Context: an optimization exercise on an open-source flow, tuned for small area. The choices shown serve that exercise and are no tape-out recipe.
Only simulation tests tie the RTL to the original design; equivalence was not proved.
Power figures rest on the tool's default switching activity, not on a simulated workload.

--- design/flow/run.sh ---
#!/bin/bash
# synth_recipe.tcl (not shown) runs the flow's synth.tcl, then flattens the netlist and writes it again
# the make line also repeats each setting of config.mk as NAME=value (left out here)
make -C /OpenROAD-flow-scripts/flow DESIGN_CONFIG=/design/flow/config.mk WORK_HOME=/design/flow/orfs CLKGATE_MAP_FILE= SYNTH_SCRIPT=/design/flow/synth_recipe.tcl finish
--- design/flow/config.mk ---
export PLATFORM = sky130hd
export DESIGN_NAME = ringSwitch
export DESIGN_NICKNAME = ringSwitch
export VERILOG_FILES = /design/flow/design.v
export SDC_FILE = /design/flow/constraint.sdc
export NUM_CORES = 4
export LEC_CHECK = 0
export CAP_MARGIN = 20
export CORE_MARGIN = 2
export CORE_UTILIZATION = 40
export SLEW_MARGIN = 20
--- design/flow/constraint.sdc ---
create_clock -name core_clock -period 8.0 [get_ports {clk}]
set_input_delay 1.6000 -clock core_clock [delete_from_list [all_inputs] [get_ports {clk}]]
set_output_delay 1.6000 -clock core_clock [all_outputs]
set_load 0.01 [all_outputs]
--- design/flow/design.v ---
package ringPkg;
	localparam int NodeCount = 7;
	localparam int NodeIdWidth = 3;
	localparam int PayloadWidth = 32;
	localparam int DataWidth = NodeIdWidth + PayloadWidth;
	localparam int UtilWidth = 8;
	localparam int UtilWindow = 256;
	typedef logic [NodeIdWidth-1:0] nodeId_t;
	typedef logic [DataWidth-1:0] flit_t;
endpackage
`timescale 1ns/1ps
module slotFifo #(
	parameter int Depth = 8
) (
	input  logic           clk,
	input  logic           reset,
	input  logic           push,
	input  logic           pop,
	input  ringPkg::flit_t pushData,
	output ringPkg::flit_t popData,
	output logic           notEmpty,
	output logic           hasRoom
);
	localparam int PtrWidth = (Depth > 1) ? $clog2(Depth) : 1;
	localparam int CountWidth = $clog2(Depth + 1);
	ringPkg::flit_t mem [Depth];
	logic [PtrWidth-1:0] wrPtr;
	logic [PtrWidth-1:0] rdPtr;
	logic [CountWidth-1:0] count;
	logic doPush;
	logic doPop;
	assign notEmpty = (count != '0);
	assign hasRoom = (int'(count) <= Depth - 2);
	assign doPush = push && (int'(count) < Depth);
	assign doPop = pop && notEmpty;
	assign popData = mem[rdPtr];
	always_ff @(posedge clk) begin
		if (doPush) begin
			mem[wrPtr] <= pushData;
		end
	end
	always_ff @(posedge clk) begin
		if (reset) begin
			wrPtr <= '0;
			rdPtr <= '0;
			count <= '0;
		end else begin
			if (doPush) begin
				wrPtr <= (wrPtr == PtrWidth'(Depth - 1)) ? '0 : wrPtr + 1'b1;
			end
			if (doPop) begin
				rdPtr <= (rdPtr == PtrWidth'(Depth - 1)) ? '0 : rdPtr + 1'b1;
			end
			case ({doPush, doPop})
				2'b10:   count <= count + 1'b1;
				2'b01:   count <= count - 1'b1;
				default: count <= count;
			endcase
		end
	end
endmodule
`timescale 1ns/1ps
module routeCompute #(
	parameter int SrcId = 0
) (
	input  ringPkg::nodeId_t exitNode,
	output logic             toEject,
	output logic             toClockwise
);
	localparam int HalfRing = (ringPkg::NodeCount - 1) / 2;
	int hops;
	always_comb begin
		hops = 0;
		for (int e = 0; e < (1 << ringPkg::NodeIdWidth); e++) begin
			if (int'(exitNode) == e) begin
				hops = (e + ringPkg::NodeCount - SrcId) % ringPkg::NodeCount;
			end
		end
	end
	assign toEject = (hops == 0);
	assign toClockwise = (hops >= 1) && (hops <= HalfRing);
endmodule
`timescale 1ns/1ps
module utilCounter (
	input  logic                            clk,
	input  logic                            reset,
	input  logic                            countEvent,
	output logic [ringPkg::UtilWidth-1:0]   util
);
	localparam int WindowWidth = $clog2(ringPkg::UtilWindow);
	localparam logic [ringPkg::UtilWidth-1:0] CountMax = '1;
	logic [WindowWidth-1:0] windowCnt;
	logic [ringPkg::UtilWidth-1:0] eventCnt;
	logic [ringPkg::UtilWidth-1:0] eventNext;
	logic windowEnd;
	assign windowEnd = (windowCnt == WindowWidth'(ringPkg::UtilWindow - 1));
	assign eventNext = (countEvent && (eventCnt != CountMax)) ? eventCnt + 1'b1 : eventCnt;
	always_ff @(posedge clk) begin
		if (reset) begin
			windowCnt <= '0;
			eventCnt <= '0;
			util <= '0;
		end else begin
			windowCnt <= windowEnd ? '0 : windowCnt + 1'b1;
			if (windowEnd) begin
				util <= eventNext;
				eventCnt <= '0;
			end else begin
				eventCnt <= eventNext;
			end
		end
	end
endmodule
`timescale 1ns/1ps
module ringRouter #(
	parameter int SrcId = 0,
	parameter int InterNodeFifoDepth = 8,
	parameter int IntraNodeFifoDepth = 2
) (
	input  logic                          clk,
	input  logic                          reset,
	input  ringPkg::flit_t                inject,
	input  logic                          injectReceive,
	input  ringPkg::flit_t                ClockwiseIn,
	input  ringPkg::flit_t                CounterClockwiseIn,
	input  logic                          ClockwiseReceive,
	input  logic                          CounterClockwiseReceive,
	input  logic                          ClockwiseNextSlotAvail,
	input  logic                          CounterClockwiseNextSlotAvail,
	input  logic                          EjectSlotAvail,
	output ringPkg::flit_t                ClockwiseOut,
	output ringPkg::flit_t                CounterClockwiseOut,
	output ringPkg::flit_t                eject,
	output logic                          ClockwiseSend,
	output logic                          CounterClockwiseSend,
	output logic                          ejectSend,
	output logic                          ClockwiseSlotAvail,
	output logic                          CounterClockwiseSlotAvail,
	output logic                          InjectSlotAvail,
	output logic [ringPkg::UtilWidth-1:0] ClockwiseUtil,
	output logic [ringPkg::UtilWidth-1:0] CounterClockwiseUtil,
	output logic [ringPkg::UtilWidth-1:0] InjectUtil
);
	localparam ringPkg::nodeId_t MyId = ringPkg::nodeId_t'(SrcId);
	localparam int ExitLsb = ringPkg::PayloadWidth;
	ringPkg::flit_t injData, cwData, ccwData;
	logic injNotEmpty, cwNotEmpty, ccwNotEmpty;
	logic injPop, cwPop, ccwPop;
	logic injToEject, injToClockwise;
	logic injEject, injCw, injCcw;
	logic cwEject, cwTransit, ccwEject, ccwTransit;
	logic cwTakeTransit, cwTakeInject, ccwTakeTransit, ccwTakeInject;
	logic [2:0] ejectReq, ejectGrant;
	logic [1:0] lastGrant;
	slotFifo #(.Depth(IntraNodeFifoDepth)) uInjectFifo (
		.clk(clk), .reset(reset), .push(injectReceive), .pop(injPop),
		.pushData(inject), .popData(injData),
		.notEmpty(injNotEmpty), .hasRoom(InjectSlotAvail)
	);
	slotFifo #(.Depth(InterNodeFifoDepth)) uClockwiseFifo (
		.clk(clk), .reset(reset), .push(ClockwiseReceive), .pop(cwPop),
		.pushData(ClockwiseIn), .popData(cwData),
		.notEmpty(cwNotEmpty), .hasRoom(ClockwiseSlotAvail)
	);
	slotFifo #(.Depth(InterNodeFifoDepth)) uCounterClockwiseFifo (
		.clk(clk), .reset(reset), .push(CounterClockwiseReceive), .pop(ccwPop),
		.pushData(CounterClockwiseIn), .popData(ccwData),
		.notEmpty(ccwNotEmpty), .hasRoom(CounterClockwiseSlotAvail)
	);
	routeCompute #(.SrcId(SrcId)) uRoute (
		.exitNode(injData[ExitLsb +: ringPkg::NodeIdWidth]),
		.toEject(injToEject),
		.toClockwise(injToClockwise)
	);
	assign injEject = injNotEmpty && injToEject;
	assign injCw = injNotEmpty && !injToEject && injToClockwise;
	assign injCcw = injNotEmpty && !injToEject && !injToClockwise;
	assign cwEject = cwNotEmpty && (cwData[ExitLsb +: ringPkg::NodeIdWidth] == MyId);
	assign cwTransit = cwNotEmpty && !cwEject;
	assign ccwEject = ccwNotEmpty && (ccwData[ExitLsb +: ringPkg::NodeIdWidth] == MyId);
	assign ccwTransit = ccwNotEmpty && !ccwEject;
	assign cwTakeTransit = cwTransit && ClockwiseNextSlotAvail;
	assign cwTakeInject = injCw && !cwTransit && ClockwiseNextSlotAvail;
	assign ccwTakeTransit = ccwTransit && CounterClockwiseNextSlotAvail;
	assign ccwTakeInject = injCcw && !ccwTransit && CounterClockwiseNextSlotAvail;
	assign ejectReq = {injEject, ccwEject, cwEject} & {3{EjectSlotAvail}};
	always_comb begin
		int idx;
		logic found;
		ejectGrant = '0;
		idx = 0;
		found = 1'b0;
		for (int lg = 0; lg < 4; lg++) begin
			if (int'(lastGrant) == lg) begin
				for (int i = 1; i <= 3; i++) begin
					idx = (lg + i) % 3;
					if (!found && ejectReq[idx]) begin
						ejectGrant[idx] = 1'b1;
						found = 1'b1;
					end
				end
			end
		end
	end
	assign cwPop = ejectGrant[0] || cwTakeTransit;
	assign ccwPop = ejectGrant[1] || ccwTakeTransit;
	assign injPop = ejectGrant[2] || cwTakeInject || ccwTakeInject;
	always_ff @(posedge clk) begin
		if (reset) begin
			ClockwiseSend <= 1'b0;
			CounterClockwiseSend <= 1'b0;
			ejectSend <= 1'b0;
			lastGrant <= 2'd2;
		end else begin
			ClockwiseSend <= cwTakeTransit || cwTakeInject;
			CounterClockwiseSend <= ccwTakeTransit || ccwTakeInject;
			ejectSend <= |ejectGrant;
			if (|ejectGrant) begin
				lastGrant <= ejectGrant[0] ? 2'd0 : (ejectGrant[1] ? 2'd1 : 2'd2);
			end
		end
	end
	always_ff @(posedge clk) begin
		if (cwTakeTransit) begin
			ClockwiseOut <= cwData;
		end else if (cwTakeInject) begin
			ClockwiseOut <= injData;
		end
		if (ccwTakeTransit) begin
			CounterClockwiseOut <= ccwData;
		end else if (ccwTakeInject) begin
			CounterClockwiseOut <= injData;
		end
		if (ejectGrant[0]) begin
			eject <= cwData;
		end else if (ejectGrant[1]) begin
			eject <= ccwData;
		end else if (ejectGrant[2]) begin
			eject <= injData;
		end
	end
	utilCounter uClockwiseUtil (
		.clk(clk), .reset(reset), .countEvent(ClockwiseSend), .util(ClockwiseUtil)
	);
	utilCounter uCounterClockwiseUtil (
		.clk(clk), .reset(reset), .countEvent(CounterClockwiseSend),
		.util(CounterClockwiseUtil)
	);
	utilCounter uInjectUtil (
		.clk(clk), .reset(reset), .countEvent(injectReceive), .util(InjectUtil)
	);
endmodule
`timescale 1ns/1ps
module ringSwitch #(
	parameter int InterNodeFifoDepth = 8,
	parameter int IntraNodeFifoDepth = 2
) (
	input  logic                                             clk,
	input  logic                                             reset,
	input  logic [ringPkg::NodeCount*ringPkg::DataWidth-1:0] inject,
	input  logic [ringPkg::NodeCount-1:0]                    injectReceive,
	input  logic [ringPkg::NodeCount-1:0]                    EjectSlotAvail,
	output logic [ringPkg::NodeCount*ringPkg::DataWidth-1:0] eject,
	output logic [ringPkg::NodeCount-1:0]                    ejectSend,
	output logic [ringPkg::NodeCount-1:0]                    InjectSlotAvail,
	output logic [ringPkg::NodeCount*ringPkg::UtilWidth-1:0] ClockwiseUtil,
	output logic [ringPkg::NodeCount*ringPkg::UtilWidth-1:0] CounterClockwiseUtil,
	output logic [ringPkg::NodeCount*ringPkg::UtilWidth-1:0] InjectUtil
);
	ringPkg::flit_t clockwiseData [ringPkg::NodeCount];
	ringPkg::flit_t counterData [ringPkg::NodeCount];
	logic clockwiseSend [ringPkg::NodeCount];
	logic counterSend [ringPkg::NodeCount];
	logic clockwiseAvail [ringPkg::NodeCount];
	logic counterAvail [ringPkg::NodeCount];
	for (genvar n = 0; n < ringPkg::NodeCount; n++) begin : gNode
		localparam int Prev = (n + ringPkg::NodeCount - 1) % ringPkg::NodeCount;
		localparam int Next = (n + 1) % ringPkg::NodeCount;
		ringRouter #(
			.SrcId(n),
			.InterNodeFifoDepth(InterNodeFifoDepth),
			.IntraNodeFifoDepth(IntraNodeFifoDepth)
		) uRouter (
			.clk(clk),
			.reset(reset),
			.inject(inject[n*ringPkg::DataWidth +: ringPkg::DataWidth]),
			.injectReceive(injectReceive[n]),
			.ClockwiseIn(clockwiseData[Prev]),
			.ClockwiseReceive(clockwiseSend[Prev]),
			.CounterClockwiseIn(counterData[Next]),
			.CounterClockwiseReceive(counterSend[Next]),
			.ClockwiseNextSlotAvail(clockwiseAvail[Next]),
			.CounterClockwiseNextSlotAvail(counterAvail[Prev]),
			.EjectSlotAvail(EjectSlotAvail[n]),
			.ClockwiseOut(clockwiseData[n]),
			.CounterClockwiseOut(counterData[n]),
			.eject(eject[n*ringPkg::DataWidth +: ringPkg::DataWidth]),
			.ClockwiseSend(clockwiseSend[n]),
			.CounterClockwiseSend(counterSend[n]),
			.ejectSend(ejectSend[n]),
			.ClockwiseSlotAvail(clockwiseAvail[n]),
			.CounterClockwiseSlotAvail(counterAvail[n]),
			.InjectSlotAvail(InjectSlotAvail[n]),
			.ClockwiseUtil(ClockwiseUtil[n*ringPkg::UtilWidth +: ringPkg::UtilWidth]),
			.CounterClockwiseUtil(CounterClockwiseUtil[n*ringPkg::UtilWidth +: ringPkg::UtilWidth]),
			.InjectUtil(InjectUtil[n*ringPkg::UtilWidth +: ringPkg::UtilWidth])
		);
	end
endmodule
==> results.yml <==
flow_run:
  cap_violations: 0
global_routing:
  antenna_found_initial: 63
  grt_max_degree: 132
  grt-ovfl-total: 0
  grt_usage_pct: 21.24
  grt_first_pass_wirelength_um: 873100
  grt_pass1_vias: 114200
floorplan:
  fp.dieH_um: 758.1
  die_w_um: 758.1
  dieArea_mm2: 0.5747
  rows: 276
  io_pins: 688
  initial_core_util_pct: 40.22
  core-area_mm2: 0.5657
synth:
  ys_ff_latch: 5901
  synth_edf_count: 5145
  synthTopCellsByArea: "edfxtp_1 68%, mux4_2 9.7%, dfxtp_1 6.7%"
  synthArstFlopShare_pct: 0
  ys_seq_area_share_pct: 74.57
  netlist_instances: 12370
  synth_top_cell_area_share_pct: 67.92
  ys_warn_count: 24
  synth-main-ff-cell: "edfxtp_1"
  synth_top_area_cell: "edfxtp_1"
  synth.distinct_cells: 90
  avgSynthCellArea_um2: 18.40
  synth_nets: 12780
  netlist_area_mm2: 0.2275
route:
  detail-route-antenna-nets: 0
  vias: 118100
  routedWlPerCell_um: 29.43
  viasPerCell: 5.540
  dr.pass1.iters: 8
  routed_wl_um: 627600
  drt_iter0_drc: 12920
  drc: 0
timing:
  grt_setup_unrepaired: "false"
  max_freq_ghz: 0.1920
  skew_ns: 0.06622
  setup_tns_ns: 0
  worst_pin_slew_ns: 1.183
  slew_headroom_pct: 18.89
  finalHoldViolCount: 0
  slew_viol_final: 0
  setup_viol: 0
  holdWs_ns: 0.4597
  fin_crit_ns: 5.208
  min_period_over_period_pct: 65.10
clock_network:
  clockBufferDepth: 4
  cts.clk_slew.worst_paths_ns: 0.06
  cts_tree: "yes"
  cts_resized: 0
  cts-buffers-inserted: 613
  h-tree-depth: 6
  clock_latency_ns: 1.09
  cts_setup_buffers: 0
  cts_root_buffer: "clkbuf_16"
  clock-sinks: 5901
  cts_hold_buf: 0
final_layout:
  nets: 13720
  n_fill_cell: 47310
  area_growth_pct: 16.16
  final_area_mm2: 0.2643
  drive_gt1_share_pct: 17.91
  finalCoreUtilization_pct: 46.72
worst_setup_path:
  path_cells: "mux2i_1 > inv_1 > ha_1 > nor3_1 > nand3_1 > nand3_1 > a21boi_0 > o31ai_1 > ha_1 > ha_1 > a21o_1 > a21oi_1 > xnor2_1 > or3_1 > a21oi_1"
  crit_slowest_cell: "o31ai_1"
  end_kind: "register"
  crit_family: "compound AO/OA/AOI/OAI gates"
  cpPeakStageDelay_ns: 0.97
  crit_path_max_fanout: 35
  startpoint_type: "register"
  path_common_cell: "ha_1"
  critPathBufInv: 1
  path_class: "reg2reg"
  worstPathArrival_ns: 6.21
  cp_data_required_time_ns: 9.00
worst_hold_path:
  min_path_type: "reg2reg"
  min_from: "gNode[0].uRouter.uClockwiseUtil.windowCnt[0]"
placement:
  port_buffers: 687
  dp_hpwl_um: 415000
  post_dp_cell_area_mm2: 0.2442
  gp_congestion: 0.8850
power:
  report.power.total_mw: 102.1
  ir_worst_vdd_v: 0.0002798
  static-leakage-power_nw: 84.13
  powerDensity_mw_per_mm2: 386.5
run_status:
  outcome: "timing/DRC/antenna clean"
[report_power, final]
part	switching, mW	internal (mW)	total, mW
combinational	17.5	9.16	26.6
clock	12.1	15.8	27.9
sequential	5.17	42.4	47.6
[worst paths after layout]
kind / end / slack [ns] / cells past startpoint
worst min-delay path: gNode[0].uRouter.uClockwiseUtil.windowCnt[0] / 0.46 / 1
worst max-delay path: gNode[1].uRouter.uCounterClockwiseFifo.count[3] / 2.79 / 15
worst max register to register: gNode[1].uRouter.uCounterClockwiseFifo.count[3] / 2.79 / 15
worst min register to register: gNode[0].uRouter.uClockwiseUtil.windowCnt[0] / 0.46 / 1
[cell usage in the layout, fill, tap and decap left out, drive strengths merged, types with 15 or more instances in the layout]
master	instances
edfxtp	5145
mux4	984
mux2i	938
nor2	921
clkbuf	840
dfxtp	756
clkdlybuf4s50	686
a21oi	386
buf	259
o21ai	245
xor2	216
clkinv	212
nand2	205
nor2b	193
nor3	185
ha	150
a211oi	146
nand3	139
o221ai	139
xnor2	120
inv	113
mux2	105
and2	102
nand2b	92
nand4	71
and3	68
o22a	32
nor4	31
or3	30
bufinv	29
a31oi	27
nand3b	21
or2	21
o21a	20
a21o	17
diode	15
[cell type report]
type	count	area (um2)	share of cell area, %
Clock inverter	271	3073	1.163
Multi-Input combinational cell	5748	55950	21.17
Clock buffer	840	16760	6.341
Antenna cell	15	37.54	0.01420
Sequential cell	5901	169700	64.23
Inverter	97	369.1	0.1397
Timing Repair Buffer	945	8934	3.381
Tap cell	7506	9392	3.554
[metal layers]
metal / vias to the layer above / GRT usage (%) / part of all wire [%]
met5: - / 0 / 0.022
met4: 22 / 7.256 / 3.8
li1: 50950 / - / -
met2: 4606 / 33.35 / 47
met1: 61650 / 29.80 / 42
met3: 901 / 4.093 / 7.7
[cells by family after synthesis]
family                   Yosys count  share of synthesized area, %
flip-flops                      5901                         74.57
AND/OR/NAND/NOR                 2139                         4.556
multiplexers                    2027                         14.39
AO/OA/AOI/OAI                   1083                         3.020
buffers and inverters            716                         1.256
XOR/XNOR                         336                         1.294
adder cells (fa/ha/maj)          163                        0.9141
[cells in the mapped netlist, types with 5 or more instances]
master and instances:
buf_1 128, and2_1 101, a221oi_1 5, a21o_1 17, nand3b_1 21, ha_1 150, fa_1 7, a21oi_1 383
xor2_1 216, nand2b_1 92, o21a_1 20, nor2_1 920, mux4_2 984, a211o_1 5, a31oi_1 27, a31o_2 6
nor3b_1 14, nand4_1 71, edfxtp_1 5145, buf_2 79, mux2_2 103, or3_1 30, nor4b_1 7, nor3_1 185
and3_1 68, xnor2_1 120, o21ai_0 243, nand3_1 139, or2_2 19, o2111ai_1 6, mux2i_1 938, or4_1 7
clkbuf_1 394, nand2_1 204, nor4_1 30, nor2b_1 193, a211oi_1 146, o22a_1 32, inv_1 92, o22ai_1 8
dfxtp_1 756, o221ai_1 135, buf_4 17, and4_1 12
[registers in the layout, summed over array words and instances (netlist names), 21 cells and up, named ones only]
name / cells
gNode.uRouter.uCounterClockwiseUtil.util: 56
gNode.uRouter.uInjectFifo.mem: 490
gNode.uRouter.uCounterClockwiseFifo.wrPtr: 21
gNode.uRouter.CounterClockwiseOut: 245
gNode.uRouter.uClockwiseFifo.wrPtr: 21
gNode.uRouter.uClockwiseFifo.count: 28
gNode.uRouter.uClockwiseUtil.util: 56
gNode.uRouter.uClockwiseUtil.eventCnt: 56
gNode.uRouter.uCounterClockwiseFifo.count: 28
gNode.uRouter.uClockwiseFifo.rdPtr: 21
gNode.uRouter.eject: 245
gNode.uRouter.uCounterClockwiseFifo.mem: 1960
gNode.uRouter.ClockwiseOut: 245
gNode.uRouter.uCounterClockwiseUtil.eventCnt: 56
gNode.uRouter.uClockwiseFifo.mem: 1960
gNode.uRouter.uCounterClockwiseFifo.rdPtr: 21
gNode.uRouter.uInjectUtil.windowCnt: 56
gNode.uRouter.uCounterClockwiseUtil.windowCnt: 56
gNode.uRouter.uInjectUtil.util: 56
gNode.uRouter.uInjectUtil.eventCnt: 56
gNode.uRouter.uClockwiseUtil.windowCnt: 56
[through the flow]
step	setup slack (ns)	cells
floorplan	3.274	12370
global placement	2.619	20190
detailed placement	2.584	20190
CTS	2.626	21300
global route	2.541	21310
finish	2.792	21320

[re-timing with driven ports]
The flow's constraints put no driver on any port. The routed layout listed below was extracted and timed again, unchanged, in two steps.
Step 1: set_driving_cell puts a clkbuf_16 on clk and a buf_2 on each other input, an assumption about the parent block.
Step 2, shift: input delay + t, output delay - t, t = (earliest + latest rising clock arrival at the registers) / 2. This alone moves slack from input paths to output paths.
Slacks: ideal ports / drivers / drivers and shift; pairs: ideal ports / drivers.
t, ns: 1.179
setup WS [ns]: 2.792 / 2.792 / 2.473
worst setup path at the end: input to register
clock arrival spread, ns: 0.067 / 0.067
worst data-port slew with drivers (ns): 0.20
After both steps this run still meets setup and hold. The setup slack of this run moves by 0.000 ns with the drivers and by -0.319 ns with both steps.
